Source: an optimization exercise on an open RTL-to-GDS flow (aim: small area). Production flows keep margins and buffers that such runs may drop. In this exercise RTL edits were held to simulation tests only and were not proved equivalent to the original. The clock port is modelled as an ideal driver; clocking choices that lean on that would not hold on a real chip. Power figures rest on the tool's default switching activity, not on a simulated workload.

## iq_burst_buffer
module iq_burst_buffer #(
  parameter int DATA_W    = DATA_W_DEF,
  parameter int BURST_LEN = BURST_LEN_DEF,
  parameter int N_GUARD   = N_GUARD_DEF
) (
  input  logic              clk,
  input  logic              rst_n,
  input  logic [DATA_W-1:0] s_i,
  input  logic [DATA_W-1:0] s_q,
  input  logic              s_valid,
  output logic              s_ready,
  output logic [DATA_W-1:0] m_i,
  output logic [DATA_W-1:0] m_q,
  output logic              m_valid,
  input  logic              m_ready,
  output logic              m_sob,
  output logic              m_eob,
  output logic              overflow
);
Size: roughly 6300 cells after synthesis, roughly 6200 flip-flops, ~73 I/O pins, roughly 190000 um^2 of cells after synthesis.
Settings: LEC_CHECK=0, CAP_MARGIN=20, CORE_MARGIN=2, CORE_UTILIZATION=75, CTS_BUF_LIST=sky130_fd_sc_hd__clkbuf_8, CTS_CLUSTER_DIAMETER=60, CTS_CLUSTER_SIZE=20, PLACE_DENSITY=0.82, SLEW_MARGIN=20; clock period 10.0 ns.
run.sh (not shown) runs the stock make flow with config.mk's settings and CLKGATE_MAP_FILE= SYNTH_SCRIPT=/design/flow/synth_recipe.tcl, a recipe that flattens the netlist after the stock synthesis.
The baseline passed the timing, design-rule and antenna checks.
==> next run, changes <==
- CORE_UTILIZATION: 75 -> 40
- CTS_BUF_LIST: sky130_fd_sc_hd__clkbuf_8 -> default
- CTS_CLUSTER_DIAMETER: 60 -> default
- CTS_CLUSTER_SIZE: 20 -> default
- PLACE_DENSITY: 0.82 -> default
After rerunning: Final area rose by 8.5%; setup slack gets better by 130 ps; global-route usage decreases by 7.5 points; clock skew came out higher by 4.7 ps; wire length came out lower by about 1%; cell count rises by about 35%.
==> next run, changes <==
- CORE_UTILIZATION: 40 -> 80
- CTS_BUF_LIST: default -> sky130_fd_sc_hd__clkbuf_8
- CTS_CLUSTER_DIAMETER: default -> 50
- CTS_CLUSTER_SIZE: default -> 18
- PLACE_DENSITY: default -> 0.86
Result: This time the run did not get past detailed placement; synthesized area is unchanged; synthesized cell count does not change.
==> next run, changes <==
==> flow/flow/run.sh (new file) <==
#!/bin/bash
# Standard ORFS layout (the standard.sh, unchanged synthesis), with two
# changes: clock tree synthesis without dummy loads, and the smallest buffer
# for the port buffers. The make output goes to flow_make.log here; ORFS's
# per-step logs stay under orfs/logs/.
set -euo pipefail
export CTS_ARGS="-sink_clustering_enable -repair_clock_nets -dont_use_dummy_load -buf_list sky130_fd_sc_hd__clkbuf_8 -sink_clustering_size 18 -sink_clustering_max_diameter 50"
export BUFFER_PORTS_ARGS="-buffer_cell sky130_fd_sc_hd__buf_1"
bash standard.sh finish > flow_make.log 2>&1
==> flow/standard.sh (new file) <==
#!/bin/bash
# synth_recipe.tcl (not shown) runs the flow's synth.tcl, then flattens the netlist and writes it again
# the make line also repeats each setting of config.mk as NAME=value (left out here)
make -C /OpenROAD-flow-scripts/flow DESIGN_CONFIG=/design/flow/config.mk WORK_HOME=/design/flow/orfs CLKGATE_MAP_FILE= SYNTH_SCRIPT=/design/flow/synth_recipe.tcl "${@:-finish}"
removed: flow/run.sh
What happened: The changed run did not get past detailed placement on DPL-0033. Synthesized cell count is unchanged. Synthesized area stays the same.

---

The RTL this note starts from:
==> flow/design.v <==
package wimax_pkg;
  localparam int DATA_W_DEF    = 16;
  localparam int BURST_LEN_DEF = 96;
  localparam int N_GUARD_DEF   = 8;
  typedef enum logic [1:0] {
    ST_IDLE  = 2'd0,
    ST_GUARD = 2'd1,
    ST_DATA  = 2'd2
  } bb_state_t;
endpackage
module iq_bank_mem #(
  parameter int DATA_W = 16,
  parameter int DEPTH  = 96
) (
  input  logic              clk,
  input  logic [1:0]        shift,
  input  logic [1:0]        hold,
  input  logic [DATA_W-1:0] w_i,
  input  logic [DATA_W-1:0] w_q,
  output logic [DATA_W-1:0] h0_i,
  output logic [DATA_W-1:0] h0_q,
  output logic [DATA_W-1:0] h1_i,
  output logic [DATA_W-1:0] h1_q
);
  localparam int W = 2 * DATA_W;
  logic [1:0][W-1:0] head;
  for (genvar b = 0; b < 2; b++) begin : g_bank
    logic [W-1:0] row [DEPTH];
    logic [W-1:0] s_m, h_m;
    assign s_m = {W{shift[b]}};
    assign h_m = {W{hold[b]}};
    always_ff @(posedge clk) begin
      row[0] <= (s_m & {w_i, w_q}) | (h_m & row[0]);
      for (int k = 1; k < DEPTH; k++) row[k] <= (s_m & row[k-1]) | (h_m & row[k]);
    end
    assign head[b] = row[DEPTH-1];
  end
  assign {h0_i, h0_q} = head[0];
  assign {h1_i, h1_q} = head[1];
endmodule
import wimax_pkg::*;
module iq_burst_buffer #(
  parameter int DATA_W    = DATA_W_DEF,
  parameter int BURST_LEN = BURST_LEN_DEF,
  parameter int N_GUARD   = N_GUARD_DEF
) (
  input  logic              clk,
  input  logic              rst_n,
  input  logic [DATA_W-1:0] s_i,
  input  logic [DATA_W-1:0] s_q,
  input  logic              s_valid,
  output logic              s_ready,
  output logic [DATA_W-1:0] m_i,
  output logic [DATA_W-1:0] m_q,
  output logic              m_valid,
  input  logic              m_ready,
  output logic              m_sob,
  output logic              m_eob,
  output logic              overflow
);
  localparam int CW = $clog2(BURST_LEN);
  localparam logic [CW-1:0] LAST_IDX = CW'(BURST_LEN - 1);
  logic [1:0]        full;
  logic              w_bank, r_bank;
  logic [CW-1:0]     w_cnt, r_cnt;
  logic [1:0]        play;
  logic              busy;
  logic              accept, w_last, rd_adv, r_last, rd_done, next_ready;
  logic [1:0]        shift, hold;
  logic              w_bank_c;
  logic [DATA_W-1:0] h0_i, h0_q, h1_i, h1_q;
  assign s_ready = ~full[w_bank];
  assign accept  = s_valid & s_ready;
  assign w_last  = accept & (w_cnt == LAST_IDX);
  always_ff @(posedge clk or negedge rst_n)
    if (!rst_n) begin
      w_bank   <= 1'b0;
      w_bank_c <= 1'b0;
      w_cnt    <= '0;
      overflow <= 1'b0;
    end else begin
      if (s_valid & ~s_ready) overflow <= 1'b1;
      if (accept) begin
        if (w_last) begin
          w_cnt    <= '0;
          w_bank   <= ~w_bank;
          w_bank_c <= ~w_bank_c;
        end else begin
          w_cnt    <= w_cnt + 1'b1;
        end
      end
    end
  assign busy    = play[0] | play[1];
  assign rd_adv  = busy & m_ready;
  assign r_last  = (r_cnt == LAST_IDX);
  assign rd_done = rd_adv & r_last;
  assign next_ready = full[~r_bank] | (w_last & (w_bank != r_bank));
  always_ff @(posedge clk or negedge rst_n)
    if (!rst_n) begin
      full   <= '0;
      play   <= '0;
      r_cnt  <= '0;
      r_bank <= 1'b0;
    end else begin
      if (w_last)  full[w_bank] <= 1'b1;
      if (rd_done) full[r_bank] <= 1'b0;
      if (!busy) begin
        play[r_bank] <= full[r_bank];
      end else if (rd_done) begin
        play[r_bank]  <= 1'b0;
        play[~r_bank] <= next_ready;
        r_cnt  <= '0;
        r_bank <= ~r_bank;
      end else if (m_ready) begin
        r_cnt  <= r_cnt + 1'b1;
      end
    end
  assign shift[0] = (accept & ~w_bank)   | (m_ready & play[0]);
  assign shift[1] = (accept &  w_bank)   | (m_ready & play[1]);
  assign hold[0]  = ~((accept & ~w_bank_c) | (rd_adv & ~r_bank));
  assign hold[1]  = ~((accept &  w_bank_c) | (rd_adv &  r_bank));
  iq_bank_mem #(
    .DATA_W (DATA_W),
    .DEPTH  (BURST_LEN)
  ) u_mem (
    .clk    (clk),
    .shift  (shift),
    .hold   (hold),
    .w_i    (s_i),
    .w_q    (s_q),
    .h0_i   (h0_i),
    .h0_q   (h0_q),
    .h1_i   (h1_i),
    .h1_q   (h1_q)
  );
  assign m_valid = busy;
  assign m_i     = ({DATA_W{play[0]}} & h0_i) | ({DATA_W{play[1]}} & h1_i);
  assign m_q     = ({DATA_W{play[0]}} & h0_q) | ({DATA_W{play[1]}} & h1_q);
  assign m_sob   = busy & (r_cnt == '0);
  assign m_eob   = busy & r_last;
endmodule
==> flow/config.mk <==
export PLATFORM = sky130hd
export DESIGN_NAME = iq_burst_buffer
export DESIGN_NICKNAME = iq_burst_buffer
export VERILOG_FILES = /design/flow/design.v
export SDC_FILE = /design/flow/constraint.sdc
export NUM_CORES = 4
export LEC_CHECK = 0
export CAP_MARGIN = 20
export CORE_MARGIN = 2
export CORE_UTILIZATION = 75
export CTS_BUF_LIST = sky130_fd_sc_hd__clkbuf_8
export CTS_CLUSTER_DIAMETER = 60
export CTS_CLUSTER_SIZE = 20
export GPL_TIMING_DRIVEN = 0
export PLACE_DENSITY = 0.82
export SLEW_MARGIN = 20
==> flow/constraint.sdc <==
create_clock -name core_clock -period 10.0 [get_ports {clk}]
set_input_delay 2.0000 -clock core_clock [delete_from_list [all_inputs] [get_ports {clk}]]
set_output_delay 2.0000 -clock core_clock [all_outputs]
set_load 0.01 [all_outputs]
standard.sh (not shown) runs the stock make flow with config.mk's settings and CLKGATE_MAP_FILE= SYNTH_SCRIPT=/design/flow/synth_recipe.tcl, a recipe that flattens the netlist after the stock synthesis.
==> flow/flow/run.sh <==
#!/bin/bash
set -euo pipefail
export CTS_ARGS="-sink_clustering_enable -repair_clock_nets -dont_use_dummy_load -buf_list sky130_fd_sc_hd__clkbuf_8 -sink_clustering_size 20 -sink_clustering_max_diameter 60"
export BUFFER_PORTS_ARGS="-buffer_cell sky130_fd_sc_hd__buf_1"
export POST_CTS_TCL="$PWD/flow/post_cts.tcl"
export LEAF_SLEW_LIMIT=0.117
bash standard.sh finish > flow_make.log 2>&1
==> flow/flow/post_cts.tcl <==
# Upsize clock-tree leaf buffers whose flip-flop clock pins would see a slow
# slew after routing. The prediction is linear in the leaf net's fanout and
# half-perimeter, fitted on routed layouts of this design (clkbuf_8 leaves
# driving dfxtp_1 clock pins).
set block [ord::get_db_block]
set n_up 0
foreach inst [$block getInsts] {
  if {![string match clkbuf_leaf_* [$inst getName]]} continue
  if {[[$inst getMaster] getName] ne "sky130_fd_sc_hd__clkbuf_8"} continue
  set onet ""
  foreach it [$inst getITerms] {
    if {[$it isOutputSignal]} { set onet [$it getNet] }
  }
  if {$onet eq "" || $onet eq "NULL"} continue
  set xs {}; set ys {}; set n 0
  foreach it [$onet getITerms] {
    set bb [[$it getInst] getBBox]
    lappend xs [$bb xMin] [$bb xMax]; lappend ys [$bb yMin] [$bb yMax]
    if {![$it isOutputSignal]} { incr n }
  }
  set hp [expr {([tcl::mathfunc::max {*}$xs] - [tcl::mathfunc::min {*}$xs] + [tcl::mathfunc::max {*}$ys] - [tcl::mathfunc::min {*}$ys]) / 1000.0}]
  set pred [expr {0.0173 + 0.00414 * $n + 0.000184 * $hp}]
  if {$pred > $::env(LEAF_SLEW_LIMIT)} {
    replace_cell [get_cells [$inst getName]] sky130_fd_sc_hd__clkbuf_16
    incr n_up
    puts "post_cts: upsized [$inst getName] fanout $n hpwl $hp predicted slew $pred"
  }
}
puts "post_cts: upsized $n_up leaf buffers"
if {$n_up > 0} {
  detailed_placement
  check_placement -verbose
  estimate_parasitics -placement
}
The starting point finished with timing, DRC and antenna clean.
Edit:
--- a/flow/config.mk
+++ b/flow/config.mk
@@ -12,5 +12,4 @@
 export CTS_CLUSTER_DIAMETER = 60
 export CTS_CLUSTER_SIZE = 20
-export GPL_TIMING_DRIVEN = 0
 export PLACE_DENSITY = 0.82
 export SLEW_MARGIN = 20
Outcome:
- via count shrinks by a few percent
- global-route usage shrinks by 4.9 points
- cell area shrinks by a few percent
- cell count shrinks by a little under a tenth
Edit:
--- a/flow/config.mk
+++ b/flow/config.mk
@@ -8,8 +8,8 @@
 export CAP_MARGIN = 20
 export CORE_MARGIN = 2
-export CORE_UTILIZATION = 75
+export CORE_UTILIZATION = 78
 export CTS_BUF_LIST = sky130_fd_sc_hd__clkbuf_8
 export CTS_CLUSTER_DIAMETER = 60
 export CTS_CLUSTER_SIZE = 20
-export PLACE_DENSITY = 0.82
+export PLACE_DENSITY = 0.84
 export SLEW_MARGIN = 20
Global-route usage climbs by 1.0 points.
Via count stays flat.
Combinational power is about the same.
Setup slack is worse by 32 ps.
Utilization climbs by 3.3 points.
Area after synthesis stays the same.

re-timing with driven ports:
The flow's constraints put no driver on any port. The routed layouts listed below were extracted and timed again, unchanged, in two steps. Step 1 sets driving cells, clkbuf_16 on the clock port and buf_2 on the other inputs (assumed; they add their load-dependent delay and slew). Step 2 moves the port delays by t, midway between the first and last clock arrival at a register: inputs arrive t later, outputs are due t later. That takes back most of the time a late clock gives input paths. a / b / c = no drivers / after step 1 / after step 2; a / b = the first two.
| run | t (ns) | slack for setup (ns) | slew at the worst register clock pin (ns) |
|---|---|---|---|
| the first run of note 1 | 1.140 | 4.944 / 4.862 / 4.285 | 0.12 / 0.12 |
| the second run of note 1 | 1.091 | 5.072 / 4.974 / 4.287 | 0.07 / 0.07 |
| the first run of note 2 | 1.165 | 5.316 / 5.227 / 4.734 | 0.12 / 0.12 |
| the second run of note 2 | 1.153 | 5.330 / 5.231 / 4.545 | 0.12 / 0.12 |
| the third run of note 2 | 1.175 | 5.298 / 5.202 / 4.575 | 0.12 / 0.12 |
After both steps every run listed still meets setup and hold.
